Context: an optimization exercise on an open-source flow, tuned for small area, a short achievable clock period and few clock cycles per item. The choices shown serve that exercise and are no tape-out recipe.
Only simulation tests tie the RTL to the original design; equivalence was not proved.
Power figures rest on the tool's default switching activity, not on a simulated workload.

v6:
==> module alu_execute, before the edit <==
module alu_execute (
    input  logic [32-1:0]     instr,
    input  logic [1:0]             pc_lo,
    input  logic [32-1:0]     rs_val,
    input  logic [32-1:0]     rt_val,
    input  logic [14-1:0]      exc_in,
    input  logic                   is_nop,
    output logic                   wr_ok,
    output logic [5-1:0] wr_addr,
    output logic [32-1:0]     wr_data,
    output logic [14-1:0]      exc
);
    logic [5:0]  opcode;
    logic [5:0]  funct;
    logic        rtype;
    logic        itype;
    logic        legal;
    logic        sub;
    logic        ov_op;
    logic        uns;
    logic [1:0]  lop;
    logic        lui;
    logic [31:0] b;
    logic [31:0] bx;
    logic [32:0] sum;
    logic        ovf;
    logic        lt;
    logic [31:0] lres;
    logic [4:0]  sh;
    logic        sh_left;
    logic        fill;
    logic [31:0] sh_in;
    logic [31:0] sh_out;
    logic [31:0] sh_res;
    assign opcode = instr[31:26];
    assign funct  = instr[5:0];
    assign rtype  = (opcode == 6'b000000);
    assign itype  = (opcode[5:3] == 3'b001);
    assign legal = rtype ? ((funct[5:3] == 3'b100) ||
                            (funct[5:1] == 5'b10101) ||
                            (funct[5:3] == 3'b000 && funct[1:0] != 2'b01))
                         : itype;
    logic ri;
    assign ri = !opcode[3];
    assign b = ri ? rt_val :
               {{16{instr[15] & ~opcode[2]}}, instr[15:0]};
    assign sub = ri ? (funct[1] & ~funct[2]) : (opcode[1] & ~opcode[2]);
    assign bx  = b ^ {32{sub}};
    logic [33:0] sum_c;
    assign sum_c = {1'b0, rs_val, 1'b1} + {1'b0, bx, sub};
    assign sum   = sum_c[33:1];
    assign ov_op = rtype ? (funct[5:2] == 4'b1000 && !funct[0])
                         : (opcode == 6'b001000);
    assign ovf   = (rs_val[31] == bx[31]) && (sum[31] != rs_val[31]);
    assign uns = ri ? funct[0] : opcode[0];
    assign lt  = uns ? !sum[32] :
                 ((rs_val[31] != b[31]) ? rs_val[31] : sum[31]);
    logic [31:0] p;
    logic [31:0] g;
    logic [31:0] lui_v;
    assign p     = rs_val ^ bx;
    assign g     = rs_val & bx;
    assign lop   = ri ? funct[1:0] : opcode[1:0];
    assign lui   = !ri;
    assign lui_v = {instr[15:0], 16'h0000};
    always_comb begin
        case (lop)
            2'b00:   lres = g;
            2'b01:   lres = p | g;
            2'b10:   lres = p;
            default: lres = lui ? lui_v : ~(p | g);
        endcase
    end
    assign sh      = funct[2] ? rs_val[4:0] : instr[10:6];
    assign sh_left = !funct[1];
    assign fill    = funct[0] & rt_val[31];
    always_comb begin
        for (int i = 0; i < 32; i++) sh_in[i] = sh_left ? rt_val[31-i] : rt_val[i];
    end
    assign sh_out = $unsigned($signed({fill, sh_in}) >>> sh);
    always_comb begin
        for (int i = 0; i < 32; i++) sh_res[i] = sh_left ? sh_out[31-i] : sh_out[i];
    end
    logic sel_sh;
    logic sel_lt;
    logic sel_log;
    logic sel_sum;
    assign sel_sh  = ri & ~funct[5];
    assign sel_lt  = ri ? (funct[5] & funct[3]) : (~opcode[2] & opcode[1]);
    assign sel_log = ri ? (funct[5] & ~funct[3] & funct[2]) : opcode[2];
    assign sel_sum = ri ? (funct[5] & ~funct[3] & ~funct[2]) : (~opcode[2] & ~opcode[1]);
    assign wr_data = ({32{sel_sh}} & sh_res) | ({32{sel_log}} & lres) |
                     ({32{sel_sum}} & sum[31:0]) | {31'd0, sel_lt & lt};
    assign wr_addr = ri ? instr[15:11] : instr[20:16];
    assign wr_ok   = legal && !is_nop;
    always_comb begin
        exc = exc_in;
        if (ov_op && ovf && !is_nop)  exc[1] = 1'b1;
        if (!legal && !is_nop)        exc[2] = 1'b1;
        if (pc_lo != 2'b00)           exc[6] = 1'b1;
    end
endmodule
clock: 5.0 ns
lec_check: 0
cap_margin: 20
core_margin: 2
core_utilization: 40
slew_margin: 20
run.sh (not shown) runs the stock make flow with config.mk's settings and CLKGATE_MAP_FILE= SYNTH_SCRIPT=/design/flow/synth_recipe.tcl, a recipe that flattens the netlist after the stock synthesis.
Testbench counts of v6, summed over its fixed seeds: cycles 19,985, items 8,000.
Relative to v6, the following input files were edited for v7:
-- flow/design.v --
<<< v6, line 89
                            (funct[5:3] == 3'b000 && funct[1:0] != 2'b01))
                         : itype;
    logic ri;
    assign ri = !opcode[3];
    assign b = ri ? rt_val :
               {{16{instr[15] & ~opcode[2]}}, instr[15:0]};
    assign sub = ri ? (funct[1] & ~funct[2]) : (opcode[1] & ~opcode[2]);
    assign bx  = b ^ {32{sub}};
    logic [33:0] sum_c;
    assign sum_c = {1'b0, rs_val, 1'b1} + {1'b0, bx, sub};
    assign sum   = sum_c[33:1];
    assign ov_op = rtype ? (funct[5:2] == 4'b1000 && !funct[0])
                         : (opcode == 6'b001000);
    assign ovf   = (rs_val[31] == bx[31]) && (sum[31] != rs_val[31]);
    assign uns = ri ? funct[0] : opcode[0];
    assign lt  = uns ? !sum[32] :
                 ((rs_val[31] != b[31]) ? rs_val[31] : sum[31]);
    logic [31:0] p;
    logic [31:0] g;
    logic [31:0] lui_v;
    assign p     = rs_val ^ bx;
    assign g     = rs_val & bx;
    assign lop   = ri ? funct[1:0] : opcode[1:0];
    assign lui   = !ri;
    assign lui_v = {instr[15:0], 16'h0000};
    always_comb begin
        case (lop)
            2'b00:   lres = g;
            2'b01:   lres = p | g;
            2'b10:   lres = p;
            default: lres = lui ? lui_v : ~(p | g);
        endcase
    end
>>> v7, line 89
                            (funct[5:3] == 3'b000 && funct[1:0] != 2'b01))
                         : itype;
    assign b = rtype ? rt_val :
               {{16{instr[15] & ~opcode[2]}}, instr[15:0]};
    assign sub = rtype ? funct[1] : opcode[1];
    assign bx  = b ^ {32{sub}};
    assign sum = {1'b0, rs_val} + {1'b0, bx} + {32'd0, sub};
    assign ov_op = rtype ? (funct[5:2] == 4'b1000 && !funct[0])
                         : (opcode == 6'b001000);
    assign ovf   = (rs_val[31] == bx[31]) && (sum[31] != rs_val[31]);
    assign uns = rtype ? funct[0] : opcode[0];
    assign lt  = uns ? !sum[32] :
                 ((rs_val[31] != b[31]) ? rs_val[31] : sum[31]);
    assign lop = rtype ? funct[1:0] : opcode[1:0];
    assign lui = !rtype;
    always_comb begin
        case (lop)
            2'b00:   lres = rs_val & b;
            2'b01:   lres = rs_val | b;
            2'b10:   lres = rs_val ^ b;
            default: lres = lui ? {instr[15:0], 16'h0000} : ~(rs_val | b);
        endcase
    end
<<< v6, line 130
        for (int i = 0; i < 32; i++) sh_res[i] = sh_left ? sh_out[31-i] : sh_out[i];
    end
    logic sel_sh;
    logic sel_lt;
    logic sel_log;
    logic sel_sum;
    assign sel_sh  = ri & ~funct[5];
    assign sel_lt  = ri ? (funct[5] & funct[3]) : (~opcode[2] & opcode[1]);
    assign sel_log = ri ? (funct[5] & ~funct[3] & funct[2]) : opcode[2];
    assign sel_sum = ri ? (funct[5] & ~funct[3] & ~funct[2]) : (~opcode[2] & ~opcode[1]);
    assign wr_data = ({32{sel_sh}} & sh_res) | ({32{sel_log}} & lres) |
                     ({32{sel_sum}} & sum[31:0]) | {31'd0, sel_lt & lt};
    assign wr_addr = ri ? instr[15:11] : instr[20:16];
    assign wr_ok   = legal && !is_nop;
    always_comb begin
>>> v7, line 120
        for (int i = 0; i < 32; i++) sh_res[i] = sh_left ? sh_out[31-i] : sh_out[i];
    end
    always_comb begin
        if (rtype) begin
            if (!funct[5])     wr_data = sh_res;
            else if (funct[3]) wr_data = {31'd0, lt};
            else if (funct[2]) wr_data = lres;
            else               wr_data = sum[31:0];
        end else begin
            if (opcode[2])     wr_data = lres;
            else if (opcode[1]) wr_data = {31'd0, lt};
            else               wr_data = sum[31:0];
        end
    end
    assign wr_addr = rtype ? instr[15:11] : instr[20:16];
    assign wr_ok   = legal && !is_nop;
    always_comb begin
==> summary.txt <==
v7 completed end to end with timing, DRC and antenna clean.
v7 vs v6: design area up by more than 10%
Per the comparison of v7 with v6, reported sequential group power lower, sequential share of layout area went down 2.3 points, total met3 wirelength after detailed routing went up, synthesized cell count higher, fraction of met3 tracks used by global routing went down.
Testbench counts of v7, summed over its fixed seeds: cycles 19,985, items 8,000.

==> what the ideal ports hide <==
In the flow no input, the clock included, has a driving cell. The finished layouts below were timed again as built, in two steps. Step 1 assumes that a clkbuf_16 drives the clock port and a buf_2 every other input. Step 2 also shifts input and output timing later by t, the mid clock arrival at the registers, as if the neighbouring blocks saw the same clock. Slacks: no drivers / after step 1 / after step 2; pairs: no drivers / after step 1.
run	shift t [ns]	setup WS [ns]	worst setup path after step 2	worst slew at a driven data input, ns
v6	0.328	0.093 / 0.104 / -0.224	input to register	0.05
v7	0.321	0.115 / 0.113 / -0.208	input to register	0.07
With both steps, setup timing fails in v6 and v7, where it was met with ideal ports. For v7, which loses most, drivers alone change the setup slack by -0.002 ns; drivers and shift together by -0.323 ns.
